From an optimization exercise on the open Yosys and OpenROAD flow, aimed at small area; shortcuts taken in it are not production practice. In this exercise RTL edits were held to simulation tests only and were not proved equivalent to the original. Power and IR drop assume default switching activity.

$ cat flow/run.sh
#!/bin/bash
# synth_recipe.tcl (not shown) runs the flow's synth.tcl, then flattens the netlist and writes it again
# the make line also repeats each setting of config.mk as NAME=value (left out here)
make -C /OpenROAD-flow-scripts/flow DESIGN_CONFIG=/design/flow/config.mk WORK_HOME=/design/flow/orfs CLKGATE_MAP_FILE= SYNTH_SCRIPT=/design/flow/synth_recipe.tcl finish
$ cat flow/config.mk
export PLATFORM = sky130hd
export DESIGN_NAME = loader_top
export DESIGN_NICKNAME = loader_top
export VERILOG_FILES = /design/flow/design.v
export SDC_FILE = /design/flow/constraint.sdc
export NUM_CORES = 4
export LEC_CHECK = 0
export CAP_MARGIN = 20
export CORE_MARGIN = 2
export CORE_UTILIZATION = 22
export CTS_BUF_LIST = sky130_fd_sc_hd__clkbuf_16
export CTS_CLUSTER_DIAMETER = 80
export CTS_CLUSTER_SIZE = 20
export PLACE_DENSITY = 0.3
export SLEW_MARGIN = 20
export SYNTH_MEMORY_MAX_BITS = 16384
$ cat flow/constraint.sdc
create_clock -name core_clock -period 10.0 [get_ports {clk}]
set_input_delay 2.0000 -clock core_clock [delete_from_list [all_inputs] [get_ports {clk}]]
set_output_delay 2.0000 -clock core_clock [all_outputs]
set_load 0.01 [all_outputs]
$ cat flow/design.v
`default_nettype none
package loader_pkg;
    localparam int BYTE_W         = 8;      
    localparam int WORD_W         = 32;     
    localparam int BYTES_PER_WORD = 4;      
    localparam int ADDR_W_MAX     = 10;     
    typedef struct packed {
        logic              valid;
        logic [BYTE_W-1:0] data;
    } rx_byte_t;
    typedef union packed {
        logic [BYTES_PER_WORD-1:0][BYTE_W-1:0] lane;
        logic [WORD_W-1:0]                     word;
    } instr_word_u;
    typedef struct packed {
        logic                  en;
        logic [ADDR_W_MAX-1:0] addr;
        instr_word_u           data;
    } mem_wr_t;
endpackage
`default_nettype wire
`timescale 1ns/10ps
`default_nettype none
module uart_rx #(
    parameter int CLKS_PER_BIT = 8                   
) (
    input  logic                 clk,
    input  logic                 arst_n,
    input  logic                 rx,                 
    output loader_pkg::rx_byte_t byte_out,           
    output logic                 frame_err           
);
    localparam int CNT_W     = $clog2(CLKS_PER_BIT);
    localparam int BIT_IDX_W = $clog2(loader_pkg::BYTE_W);
    localparam logic [CNT_W-1:0]     BIT_END  = CNT_W'(CLKS_PER_BIT - 1);      
    localparam logic [CNT_W-1:0]     HALF_END = CNT_W'(CLKS_PER_BIT / 2 - 1);  
    localparam logic [BIT_IDX_W-1:0] LAST_BIT = BIT_IDX_W'(loader_pkg::BYTE_W - 1);
    typedef enum logic [1:0] {
        S_IDLE,          
        S_START,         
        S_DATA,          
        S_STOP           
    } rx_state_t;
    rx_state_t                      state;
    logic [1:0]                     rx_sync;         
    logic                           rx_s;            
    logic                           rx_d;            
    logic                           start_edge;
    logic                           half_bit;
    logic                           mid_bit;
    logic [CNT_W-1:0]               clk_cnt;         
    logic [BIT_IDX_W-1:0]           bit_idx;         
    logic [loader_pkg::BYTE_W-1:0]  shreg;           
    logic                           byte_vld;
    always_ff @(posedge clk or negedge arst_n) begin
        if (!arst_n) begin
            rx_sync <= 2'b11;                        
            rx_d    <= 1'b1;
        end else begin
            rx_sync <= {rx_sync[0], rx};
            rx_d    <= rx_sync[1];
        end
    end
    assign rx_s       = rx_sync[1];
    assign start_edge = rx_d & ~rx_s;                
    assign half_bit   = (clk_cnt == HALF_END);
    assign mid_bit    = (clk_cnt == BIT_END);
    always_ff @(posedge clk or negedge arst_n) begin
        if (!arst_n) begin
            state     <= S_IDLE;
            clk_cnt   <= '0;
            bit_idx   <= '0;
            byte_vld  <= 1'b0;
            frame_err <= 1'b0;
        end else begin
            byte_vld  <= 1'b0;                       
            frame_err <= 1'b0;
            case (state)
                S_IDLE: begin
                    clk_cnt <= '0;
                    bit_idx <= '0;
                    if (start_edge) begin
                        state <= S_START;
                    end
                end
                S_START: begin
                    if (half_bit) begin
                        clk_cnt <= '0;
                        state   <= rx_s ? S_IDLE : S_DATA;
                    end else begin
                        clk_cnt <= clk_cnt + 1'b1;
                    end
                end
                S_DATA: begin
                    if (mid_bit) begin
                        clk_cnt <= '0;
                        bit_idx <= bit_idx + 1'b1;
                        if (bit_idx == LAST_BIT) begin
                            state <= S_STOP;
                        end
                    end else begin
                        clk_cnt <= clk_cnt + 1'b1;
                    end
                end
                S_STOP: begin
                    if (mid_bit) begin
                        byte_vld  <= rx_s;           
                        frame_err <= ~rx_s;          
                        clk_cnt   <= '0;
                        state     <= S_IDLE;
                    end else begin
                        clk_cnt <= clk_cnt + 1'b1;
                    end
                end
                default: state <= S_IDLE;
            endcase
        end
    end
    always_ff @(posedge clk) begin
        if (state == S_DATA && mid_bit) begin
            shreg <= {rx_s, shreg[loader_pkg::BYTE_W-1:1]};
        end
    end
    assign byte_out.valid = byte_vld;
    assign byte_out.data  = shreg;                   
endmodule
`default_nettype wire
`timescale 1ns/10ps
`default_nettype none
module prog_loader #(
    parameter int ADDR_W = 10                        
) (
    input  logic                 clk,
    input  logic                 arst_n,
    input  loader_pkg::rx_byte_t byte_in,            
    output loader_pkg::mem_wr_t  mem_wr,             
    output logic                 prog_rdy            
);
    localparam int LANE_W = $clog2(loader_pkg::BYTES_PER_WORD);
    localparam logic [LANE_W-1:0] LAST_LANE = LANE_W'(loader_pkg::BYTES_PER_WORD - 1);
    localparam logic [ADDR_W-1:0] ADDR_STEP = ADDR_W'(loader_pkg::BYTES_PER_WORD);
    typedef enum logic [2:0] {
        S_WAIT_CNT = 3'd0,   
        S_LANE0    = 3'd1,
        S_LANE1    = 3'd2,
        S_LANE2    = 3'd3,
        S_LANE3    = 3'd4,
        S_WRITE    = 3'd5,   
        S_DONE     = 3'd6    
    } ld_state_t;
    ld_state_t                         state;
    ld_state_t                         state_next;
    logic [loader_pkg::BYTE_W-1:0]     remain;       
    logic [loader_pkg::BYTE_W-1:0]     remain_next;
    logic [ADDR_W-1:0]                 addr;         
    logic [ADDR_W-1:0]                 addr_next;
    loader_pkg::instr_word_u           word;         
    loader_pkg::instr_word_u           word_next;
    logic [LANE_W-1:0]                 lane_sel;
    logic [loader_pkg::ADDR_W_MAX-1:0] addr_ext;
    assign lane_sel = LANE_W'(state - S_LANE0);      
    always_comb begin
        state_next  = state;
        remain_next = remain;
        addr_next   = addr;
        word_next   = word;
        case (state)
            S_WAIT_CNT: begin
                if (byte_in.valid) begin
                    remain_next = byte_in.data;
                    state_next  = (byte_in.data == '0) ? S_DONE : S_LANE0;
                end
            end
            S_LANE0, S_LANE1, S_LANE2, S_LANE3: begin
                if (byte_in.valid) begin
                    word_next.lane[lane_sel] = byte_in.data;
                    state_next = (lane_sel == LAST_LANE) ? S_WRITE
                                                         : ld_state_t'(state + 3'd1);
                end
            end
            S_WRITE: begin                           
                if (remain == loader_pkg::BYTE_W'(1)) begin
                    state_next = S_DONE;             
                end else begin
                    remain_next = remain - 1'b1;
                    addr_next   = addr + ADDR_STEP;
                    state_next  = S_LANE0;
                end
            end
            S_DONE: begin
                addr_next      = '0;                 
                word_next.word = '0;
                state_next     = S_WAIT_CNT;
            end
            default: state_next = S_WAIT_CNT;
        endcase
    end
    always_ff @(posedge clk or negedge arst_n) begin
        if (!arst_n) begin
            state  <= S_WAIT_CNT;
            remain <= '0;
            addr   <= '0;
        end else begin
            state  <= state_next;
            remain <= remain_next;
            addr   <= addr_next;
        end
    end
    always_ff @(posedge clk) begin
        word <= word_next;                           
    end
    always_comb begin
        addr_ext             = '0;                   
        addr_ext[ADDR_W-1:0] = addr;
    end
    assign mem_wr.en   = (state == S_WRITE);
    assign mem_wr.addr = addr_ext;
    assign mem_wr.data = word;
    assign prog_rdy    = (state == S_DONE);
endmodule
`default_nettype wire
`timescale 1ns/10ps
`default_nettype none
module prog_mem #(
    parameter int ADDR_W = 10                        
) (
    input  logic                            clk,
    input  loader_pkg::mem_wr_t             mem_wr,      
    input  logic [ADDR_W-3:0]               fetch_addr,  
    output logic [loader_pkg::WORD_W-1:0]   fetch_data   
);
    localparam int DEPTH = 2 ** (ADDR_W - 2);        
    logic [loader_pkg::WORD_W-1:0] mem [DEPTH];
    logic [ADDR_W-3:0]             wr_idx;
    assign wr_idx = mem_wr.addr[ADDR_W-1:2];
    always_ff @(posedge clk) begin
        if (mem_wr.en) begin
            mem[wr_idx] <= mem_wr.data.word;         
        end
    end
    always_ff @(posedge clk) begin
        fetch_data <= mem[fetch_addr];
    end
endmodule
`default_nettype wire
`timescale 1ns/10ps
`default_nettype none
module loader_top #(
    parameter int CLKS_PER_BIT = 8,                  
    parameter int ADDR_W       = 10                  
) (
    input  logic                          clk,
    input  logic                          arst_n,
    input  logic                          rx,            
    input  logic [ADDR_W-3:0]             fetch_addr,    
    output logic [loader_pkg::WORD_W-1:0] fetch_data,
    output logic                          prog_rdy,      
    output logic                          frame_err      
);
    loader_pkg::rx_byte_t rx_byte;                   
    loader_pkg::mem_wr_t  mem_wr;                    
    uart_rx #(
        .CLKS_PER_BIT (CLKS_PER_BIT)
    ) uart_rx_i (
        .clk       (clk),
        .arst_n    (arst_n),
        .rx        (rx),
        .byte_out  (rx_byte),
        .frame_err (frame_err)
    );
    prog_loader #(
        .ADDR_W (ADDR_W)
    ) prog_loader_i (
        .clk      (clk),
        .arst_n   (arst_n),
        .byte_in  (rx_byte),
        .mem_wr   (mem_wr),
        .prog_rdy (prog_rdy)
    );
    prog_mem #(
        .ADDR_W (ADDR_W)
    ) prog_mem_i (
        .clk        (clk),
        .mem_wr     (mem_wr),
        .fetch_addr (fetch_addr),
        .fetch_data (fetch_data)
    );
endmodule
`default_nettype wire
==> results.cfg <==
[floorplan]
start_util = 0.221
chipHeight_um = 1210
pin_count = 45
die_area_um2 = 1470000
core_um2 = 1450000
die_x_um = 1210
rows = 443

[worst_setup_path]
worstPathMaxFanout = 41
crit_required_ns = 11.11
endpoint_kind = register
cpPeakStageDelay_ns = 1.07
path_class = in2reg
crit_family = simple AND/OR/NAND/NOR gates
cp_slowest_cell = nor4_2
path_cells = buf_16 -> buf_4 -> buf_4 -> mux2i_1 -> o22ai_1 -> nor2_1 -> a21oi_1 -> nand4_1 -> nor4_2 -> buf_4 -> o31a_1
start_kind = input pin
crit_top_cell = buf_4
critPathArrivalTime_ns = 7.50
path_buf_inv = 4

[synth]
synth-seq-cells = 8296
synth_warnings = 3
synth_edf_count = 8232
async_flop_share = 0.00386
syn_inst = 14700
ys_types = 75
syn_nets = 14700
yosysSeqAreaShare = 0.775
ys.flop_type = edfxtp_1
syn-cell-area_um2 = 321000
avgSynthCellArea_um2 = 21.8

[run_status]
outcome = timing/DRC/antenna clean

[clock_tree]
cts_root_buf = clkbuf_16
clk_path_buf_depth = 5
cts.sinks = 8296
holdBufCountCts = 0
cts_tree = built
cts_inserted_buffers = 607
cts.reportedPaths.clkPinSlew_ns = 0.08
clk_latency_ns = 1.20
ctsResizeCount = 0
post_cts_buffers = 0
htree_levels = 6

[worst_hold_path]
hp-class = reg2reg

[pwr]
power.switching_fraction = 0.240
p_comb_frac = 0.052
p_clk_frac = 0.394
p_int_mw = 51.8
p_leak_nw = 112
vdd_drop_max_mv = 0.152
p_switching_mw = 16.4
power_density_nw_per_um2 = 184
seqPwrFrac = 0.555

[placement]
place_hpwl_um = 730000
place_inst = 34000
place_area_um2 = 349000
finalWeightedCongestion = 0.737
post-place-ws_ns = 2.49
portBuffers = 44

[global_routing]
top_usage_layer = met2
grt_pass1_wl_um = 1630000
grt_overflow = 0
use_met3 = 0.0163
grt_pass1_vias = 158000
grt_antenna_before_repair = 116
grt_usage = 0.164
use_met2 = 0.281
grt_max_degree = 156
use_met1 = 0.228

[final_layout]
drive_above_1_share = 0.242
fin_area_um2 = 370000
syn2layout_area_growth_pct = 15.3
fill_cells = 146000
nets = 15300
layout_commonest_cell = edfxtp_1
final_cell_mix = edfxtp_1 (8232), mux4_2 (1501), mux2i_1 (1037), buf_4 (715), clkbuf_16 (618)
final_cell_count_no_fill = 35200

[detailed_routing]
wire_per_inst_um = 35.3
route.antenna.remaining_nets = 0
drc = 0
drtIter0Drc = 15300
dr.pass1.iters = 5
num_vias = 156000
wl_um = 1240000
viasPerCell = 4.44

[sta]
tightest_slew_ns = 1.24
finalSetupTns_ns = 0
fin_crit_ns = 6.38
worst_hold_slack_ns = 0.366
skew_ns = 0.0797
max-slew-margin-rel = 0.166
fin_ws_ns = 3.62
setup_viol = 0
period_share = 0.638
rsz0062_at_grt = no
drv_slew = 0
finalHoldViolCount = 0
clock.fmax_mhz = 157

[job]
cap_violations = 0
==> cell usage after synthesis, types with 159 or more instances <==
| cell type | instances | area [um2] |
|---|---|---|
| a21oi_1 | 297 | 1490 |
| nor3_1 | 267 | 1340 |
| nand2_1 | 268 | 1010 |
| nor2_1 | 429 | 1610 |
| o221ai_1 | 316 | 2770 |
| buf_2 | 159 | 796 |
| mux2i_1 | 1037 | 10400 |
| edfxtp_1 | 8232 | 247000 |
| mux4_1 | 165 | 4340 |
| clkbuf_1 | 309 | 1160 |
| o22ai_1 | 337 | 2110 |
| mux4_2 | 1501 | 33800 |
==> logic make-up (layout without fill, tap and decap cells) <==
group / count (synthesis) / count (layout) / share of synthesized area
DFF: 8296 / 8296 / 0.775
muxes: 2705 / 2705 / 0.151
AOI/OAI and AO/OA: 1518 / 1518 / 0.0336
and+or+nand+nor: 1263 / 1263 / 0.0182
buffers and inverters: 891 / 1943 / 0.0208
adders and majority gates: 19 / 19 / 0.000741
xor gates and xnor gates: 2 / 2 / 0.0000546
other: 0 / 63 / 0
==> flip-flops by register name, indices dropped and copies added, names as in the netlist, named ones only <==
register / flops
prog_mem_i.mem: 8192
prog_loader_i.word: 32
prog_mem_i.fetch_data: 32
prog_loader_i.addr: 8
prog_loader_i.remain: 8
uart_rx_i.shreg: 8
prog_loader_i.state: 3
uart_rx_i.bit_idx: 3
uart_rx_i.clk_cnt: 3
uart_rx_i.rx_sync: 2
uart_rx_i.byte_vld: 1
uart_rx_i.frame_err: 1
uart_rx_i.rx_d: 1
uart_rx_i.state: 1
==> layout make-up <==
| class | instances | area [um2] | share of cell area |
|---|---|---|---|
| Antenna cell | 63 | 158 | 0.000426 |
| Clock buffer | 618 | 15500 | 0.0418 |
| Clock inverter | 447 | 4900 | 0.0133 |
| Inverter | 17 | 86.3 | 0.000233 |
| Multi-Input combinational cell | 5507 | 68700 | 0.186 |
| Sequential cell | 8296 | 249000 | 0.672 |
| Tap cell | 19400 | 24200 | 0.0655 |
| Timing Repair Buffer | 861 | 7740 | 0.0209 |
==> worst paths after layout <==
kind / slack, ns / from / cells after the start / endpoint
worst min register to register: 0.37 / uart_rx_i.rx_sync[0] / 0 / uart_rx_i.rx_sync[1]
worst min-delay path: 0.37 / uart_rx_i.rx_sync[0] / 0 / uart_rx_i.rx_sync[1]
worst max-delay path: 3.62 / fetch_addr[0] / 11 / prog_mem_i.fetch_data[16]
worst max register to register: 4.72 / prog_loader_i.state[0] / 6 / prog_mem_i.mem[144][5]
max in group asynchronous: 8.40 / arst_n / 2 / prog_loader_i.remain[4]
min in group asynchronous: 0.94 / arst_n / 2 / uart_rx_i.frame_err
==> metal layers <==
metal  up-vias  share of wire
li1      63600              -
met1     88000           0.45
met2      3487           0.49
met3       910          0.034
met4         2          0.019
met5         -      0.0000056
==> power groups by stage <==
stage	sequential (mW)	clock [mW]	combinational, mW
CTS	37.8	27.8	3.66
floorplan	38.5	0	1.98
global route	37.8	28.9	3.72
detailed placement	38.6	0	3.65
global placement	38.6	0	3.62
finish	37.8	26.8	3.53
==> per-stage QoR <==
| step | power (mW) | util |
|---|---|---|
| 4_1_cts | 69.3 | 0.254 |
| 2_1_floorplan | 40.5 | - |
| 6_report | 68.1 | 0.254 |
| 5_1_grt | 70.4 | 0.254 |
| 3_5_place_dp | 42.2 | 0.240 |
| 3_3_place_gp | 42.2 | 0.240 |
==> worst register-to-register path, stage by stage (launching register included) <==
cell     delay, ns
dfrtp_1       0.54
ha_1          0.60
and2_2        0.58
buf_4         0.48
nand3_2       0.88
nor2_4        1.03
buf_4         0.72

[separate check: timing with driven ports]
Ports are ideal in the flow. The routed layout listed here was re-timed in OpenROAD. Step 1: set_driving_cell puts a clkbuf_16 on clk and a buf_2 on each other input, an assumption about the parent block. Step 2 also shifts input and output timing later by t, the mid clock arrival at the registers, as if the neighbouring blocks saw the same clock. Slacks: no drivers / after step 1 / after step 2; pairs: no drivers / after step 1.
t (ns): 1.335
setup WS [ns]: 3.615 / 3.695 / 2.360
worst setup path after step 2: input to register
After both steps this run still meets setup and hold. For this run, drivers alone change the setup slack by +0.080 ns; drivers and shift together by -1.255 ns.
